Source: an optimization exercise on an open RTL-to-GDS flow (aim: a short achievable clock period and few clock cycles). Production flows keep margins and buffers that such runs may drop. In this exercise RTL edits were held to simulation tests only and were not proved equivalent to the original. Power and IR drop assume default switching activity.

==> inputs of try-quartz <==
Design cache_top, start of the top module:
module cache_top (
    input  logic     clk,
    input  logic     reset_i,
    input  logic           req_valid_i,
    input  logic [31:0]    req_addr_i,
    input  logic [255:0]   req_wdata_i,
    input  logic [31:0]    req_be_i,
    input  logic           req_write_i,
    output logic           resp_valid_o,
    output logic [255:0]   rdata_o,
    output logic           pmem_read_o,
    output logic           pmem_write_o,
    output logic [31:0]    pmem_addr_o,
    output logic [255:0]   pmem_wdata_o,
    input  logic [255:0]   pmem_rdata_i,
    input  logic           pmem_resp_i
);
export LEC_CHECK = 0
export ABC_CLOCK_PERIOD_IN_PS = 3000
export CAP_MARGIN = 20
export CORE_MARGIN = 2
export CORE_UTILIZATION = 50
export SETUP_SLACK_MARGIN = 3.7
export SLEW_MARGIN = 20
export SYNTH_HIERARCHICAL = 1
export SYNTH_MINIMUM_KEEP_SIZE = 0
create_clock -name core_clock -period 7.0 [get_ports {clk}]
standard.sh (not shown) runs the stock make flow with config.mk's settings and CLKGATE_MAP_FILE= SYNTH_SCRIPT=/design/flow/synth_recipe.tcl, a recipe that flattens the netlist after the stock synthesis.
==> flow/flow/run.sh <==
#!/bin/bash
# The standard layout (the standard.sh, which runs the standard synthesis
# unchanged), except that:
#  - the input and output port buffers start as buf_4 instead of the slow
#    delay buffer buffer_ports picks by default;
#  - io.tcl groups the pins of each data byte (req_wdata_i, pmem_rdata_i,
#    rdata_o, pmem_wdata_o bits and the byte enable), so that the byte's
#    control signals do not have to cross the die.
# The make output goes to flow.log here; each ORFS step keeps its own log
# under orfs/logs.
set -euo pipefail
bash standard.sh "BUFFER_PORTS_ARGS=-buffer_cell sky130_fd_sc_hd__buf_4" \
    "IO_CONSTRAINTS=$PWD/flow/io.tcl" finish > flow.log 2>&1
Other scripts of this flow, unchanged in this note and not shown: flow/flow/io.tcl
==> try-onyx (differences from try-quartz) <==
--- a/flow/design.v
+++ b/flow/design.v
@@ -41,48 +41,35 @@
 );
     assign line_o = way_i ? line1_i : line0_i;
 endmodule
 `default_nettype wire
 `timescale 1ns/1ns
 `default_nettype none
 module cache_way_select (
     input  logic [23:0]  tag_i,
-    input  logic [2:0]   set_i,        
+    input  logic [7:0]   dec_i,        
     input  logic [191:0] tag0_i,       
     input  logic [191:0] tag1_i,
     input  logic [7:0]   val0_i,
     input  logic [7:0]   val1_i,
     input  logic [7:0]   lru_i,        
     output logic         hit_o,
     output logic         hit1_o,
     output logic         way_o         
 );
     logic [7:0] m0, m1, pick1;
     for (genvar s = 0; s < 8; s++) begin : g_set
         assign m0[s]    = val0_i[s] && (tag0_i[24*s +: 24] == tag_i);
         assign m1[s]    = val1_i[s] && (tag1_i[24*s +: 24] == tag_i);
         assign pick1[s] = m1[s] || (!m0[s] && lru_i[s]);
     end
-    logic [7:0] mm;
-    assign mm     = m0 | m1;
-    assign hit_o  = mm[set_i];
-    assign hit1_o = m1[set_i];
-    assign way_o  = pick1[set_i];
-endmodule
-`default_nettype wire
-`timescale 1ns/1ns
-`default_nettype none
-module cache_control (
-    input  logic st_resp_i,
-    input  logic st_fill_i,
-    input  logic pmem_resp_i,
-    output logic resp_valid_o
-);
-    assign resp_valid_o = st_resp_i || (st_fill_i && pmem_resp_i);
+    assign hit_o  = |(dec_i & (m0 | m1));
+    assign hit1_o = |(dec_i & m1);
+    assign way_o  = |(dec_i & pick1);
 endmodule
 `default_nettype wire
 `timescale 1ns/1ns
 `default_nettype none
 module cache_top (
     input  logic     clk,
     input  logic     reset_i,
     input  logic           req_valid_i,
@@ -132,17 +119,17 @@
         assign tag1_flat[24*s +: 24] = tag1_q[s];
         assign lru_fwd[s] = (upd_q && rset_q == s) ? !way_q : lru_q[s];
     end
     logic hit, hit1, way_n;
     logic [3:0] hit_c, hit1_c, way_c;
     for (genvar c = 0; c < 4; c++) begin : g_lookup
         cache_way_select u_lookup (
             .tag_i  (in_tag),
-            .set_i  (in_set),
+            .dec_i  (in_dec),
             .tag0_i (tag0_flat),
             .tag1_i (tag1_flat),
             .val0_i (val0_q),
             .val1_i (val1_q),
             .lru_i  (lru_fwd),
             .hit_o  (hit_c[c]),
             .hit1_o (hit1_c[c]),
             .way_o  (way_c[c])
@@ -278,20 +265,15 @@
             if (wb_done) begin
                 st_wb_q   <= 1'b0;
                 st_fill_q <= 1'b1;
             end else if (fill_now) begin
                 st_fill_q <= 1'b0;
             end
         end
     end
-    cache_control u_resp (
-        .st_resp_i    (st_resp_q),
-        .st_fill_i    (st_fill_q),
-        .pmem_resp_i  (pmem_resp_i),
-        .resp_valid_o (resp_valid_o)
-    );
+    assign resp_valid_o = st_resp_q || (st_fill_q && pmem_resp_i);
     assign pmem_write_o = st_wb_q;
     assign pmem_read_o  = st_fill_q;
     assign pmem_addr_o  = {ptag_q, rset_q, 5'd0};
     assign pmem_wdata_o = line_q;
 endmodule
 `default_nettype wire
- CORE_UTILIZATION: 50 -> 45
- SETUP_SLACK_MARGIN: 3.7 -> 3.9
==> try-zinc (differences from try-quartz) <==
--- a/flow/design.v
+++ b/flow/design.v
@@ -41,37 +41,35 @@
 );
     assign line_o = way_i ? line1_i : line0_i;
 endmodule
 `default_nettype wire
 `timescale 1ns/1ns
 `default_nettype none
 module cache_way_select (
     input  logic [23:0]  tag_i,
-    input  logic [2:0]   set_i,        
+    input  logic [7:0]   dec_i,        
     input  logic [191:0] tag0_i,       
     input  logic [191:0] tag1_i,
     input  logic [7:0]   val0_i,
     input  logic [7:0]   val1_i,
     input  logic [7:0]   lru_i,        
     output logic         hit_o,
     output logic         hit1_o,
     output logic         way_o         
 );
     logic [7:0] m0, m1, pick1;
     for (genvar s = 0; s < 8; s++) begin : g_set
         assign m0[s]    = val0_i[s] && (tag0_i[24*s +: 24] == tag_i);
         assign m1[s]    = val1_i[s] && (tag1_i[24*s +: 24] == tag_i);
         assign pick1[s] = m1[s] || (!m0[s] && lru_i[s]);
     end
-    logic [7:0] mm;
-    assign mm     = m0 | m1;
-    assign hit_o  = mm[set_i];
-    assign hit1_o = m1[set_i];
-    assign way_o  = pick1[set_i];
+    assign hit_o  = |(dec_i & (m0 | m1));
+    assign hit1_o = |(dec_i & m1);
+    assign way_o  = |(dec_i & pick1);
 endmodule
 `default_nettype wire
 `timescale 1ns/1ns
 `default_nettype none
 module cache_control (
     input  logic st_resp_i,
     input  logic st_fill_i,
     input  logic pmem_resp_i,
@@ -132,17 +130,17 @@
         assign tag1_flat[24*s +: 24] = tag1_q[s];
         assign lru_fwd[s] = (upd_q && rset_q == s) ? !way_q : lru_q[s];
     end
     logic hit, hit1, way_n;
     logic [3:0] hit_c, hit1_c, way_c;
     for (genvar c = 0; c < 4; c++) begin : g_lookup
         cache_way_select u_lookup (
             .tag_i  (in_tag),
-            .set_i  (in_set),
+            .dec_i  (in_dec),
             .tag0_i (tag0_flat),
             .tag1_i (tag1_flat),
             .val0_i (val0_q),
             .val1_i (val1_q),
             .lru_i  (lru_fwd),
             .hit_o  (hit_c[c]),
             .hit1_o (hit1_c[c]),
             .way_o  (way_c[c])
- CORE_UTILIZATION: 50 -> 45
- SETUP_SLACK_MARGIN: 3.7 -> 3.9
==> try-nickel (differences from try-quartz) <==
--- a/flow/design.v
+++ b/flow/design.v
@@ -41,37 +41,35 @@
 );
     assign line_o = way_i ? line1_i : line0_i;
 endmodule
 `default_nettype wire
 `timescale 1ns/1ns
 `default_nettype none
 module cache_way_select (
     input  logic [23:0]  tag_i,
-    input  logic [2:0]   set_i,        
+    input  logic [7:0]   dec_i,        
     input  logic [191:0] tag0_i,       
     input  logic [191:0] tag1_i,
     input  logic [7:0]   val0_i,
     input  logic [7:0]   val1_i,
     input  logic [7:0]   lru_i,        
     output logic         hit_o,
     output logic         hit1_o,
     output logic         way_o         
 );
     logic [7:0] m0, m1, pick1;
     for (genvar s = 0; s < 8; s++) begin : g_set
         assign m0[s]    = val0_i[s] && (tag0_i[24*s +: 24] == tag_i);
         assign m1[s]    = val1_i[s] && (tag1_i[24*s +: 24] == tag_i);
         assign pick1[s] = m1[s] || (!m0[s] && lru_i[s]);
     end
-    logic [7:0] mm;
-    assign mm     = m0 | m1;
-    assign hit_o  = mm[set_i];
-    assign hit1_o = m1[set_i];
-    assign way_o  = pick1[set_i];
+    assign hit_o  = |(dec_i & (m0 | m1));
+    assign hit1_o = |(dec_i & m1);
+    assign way_o  = |(dec_i & pick1);
 endmodule
 `default_nettype wire
 `timescale 1ns/1ns
 `default_nettype none
 module cache_control (
     input  logic st_resp_i,
     input  logic st_fill_i,
     input  logic pmem_resp_i,
@@ -132,17 +130,17 @@
         assign tag1_flat[24*s +: 24] = tag1_q[s];
         assign lru_fwd[s] = (upd_q && rset_q == s) ? !way_q : lru_q[s];
     end
     logic hit, hit1, way_n;
     logic [3:0] hit_c, hit1_c, way_c;
     for (genvar c = 0; c < 4; c++) begin : g_lookup
         cache_way_select u_lookup (
             .tag_i  (in_tag),
-            .set_i  (in_set),
+            .dec_i  (in_dec),
             .tag0_i (tag0_flat),
             .tag1_i (tag1_flat),
             .val0_i (val0_q),
             .val1_i (val1_q),
             .lru_i  (lru_fwd),
             .hit_o  (hit_c[c]),
             .hit1_o (hit1_c[c]),
             .way_o  (way_c[c])
==> results.txt <==
| item | try-onyx | try-quartz | try-nickel | try-zinc |
|---|---|---|---|---|
| Part of the cycle the worst path needs | 51.9% | 54.6% | 50.9% | 51.1% |
| Run status | no timing/DRC/antenna violations | no timing/DRC/antenna violations | no timing/DRC/antenna violations | no timing/DRC/antenna violations |
| Setup slack on the worst flop-to-flop path | 3.48 ns | 3.23 ns | 3.58 ns | 3.46 ns |
| Number of non-clock buffers | 2217 | 2028 | 2006 | 2215 |
| Wire length reported by the detailed router | 879000 um | 844000 um | 841000 um | 861000 um |
| Part of the total power dissipated in sequential elements | 48.3% | 48.3% | 47.9% | 48.1% |
| Total CTS buffers | 558 | 555 | 558 | 561 |
| Highest attainable clock frequency | 275 MHz | 262 MHz | 281 MHz | 279 MHz |
| Multi-input gate share of total cell area | 28.0% | 28.6% | 28.4% | 27.8% |
| Post-placement setup slack | 1.45 ns | 1.42 ns | 1.30 ns | 1.06 ns |
| Final Util | 54.2% | 59.1% | 59.1% | 54.2% |
| Worst flop-to-flop path endpoint | line_q[227] | line_q[189] | line_q[112] | line_q[136] |
| Share of final layout cell area taken by clock buffers and inverters | 6.47% | 6.57% | 6.75% | 6.56% |
| Tapcell count | 6732 | 6149 | 6149 | 6732 |
Testbench counts of try-quartz, summed over its fixed seeds: cycles 26,838.
Testbench counts of try-onyx, summed over its fixed seeds: cycles 26,838.
Testbench counts of try-zinc, summed over its fixed seeds: cycles 26,838.
Testbench counts of try-nickel, summed over its fixed seeds: cycles 26,838.

static timing again, ports no longer ideal:
In the flow no input, the clock included, has a driving cell. The finished layouts below were timed again as built, in two steps. Step 1 assumes that a clkbuf_16 drives the clock port and a buf_2 every other input. Step 2 moves the port delays by t, midway between the first and last clock arrival at a register: inputs arrive t later, outputs are due t later. That takes back most of the time a late clock gives input paths. a / b / c = ideal / step 1 / step 2; a / b = the first two.
run | t, ns | setup WS [ns] | worst setup path at the end | cell pins on the clock port's net
try-quartz | 1.167 | 3.181 / 3.088 / 1.920 | input to register | 1
try-onyx | 1.195 | 3.367 / 3.187 / 1.992 | input to register | 1
try-zinc | 1.204 | 3.422 / 3.232 / 2.028 | input to register | 1
try-nickel | 1.200 | 3.438 / 3.215 / 2.015 | input to register | 1
After both steps every run listed still meets setup and hold. For try-nickel, which loses most, drivers alone change the setup slack by -0.223 ns; drivers and shift together by -1.423 ns.
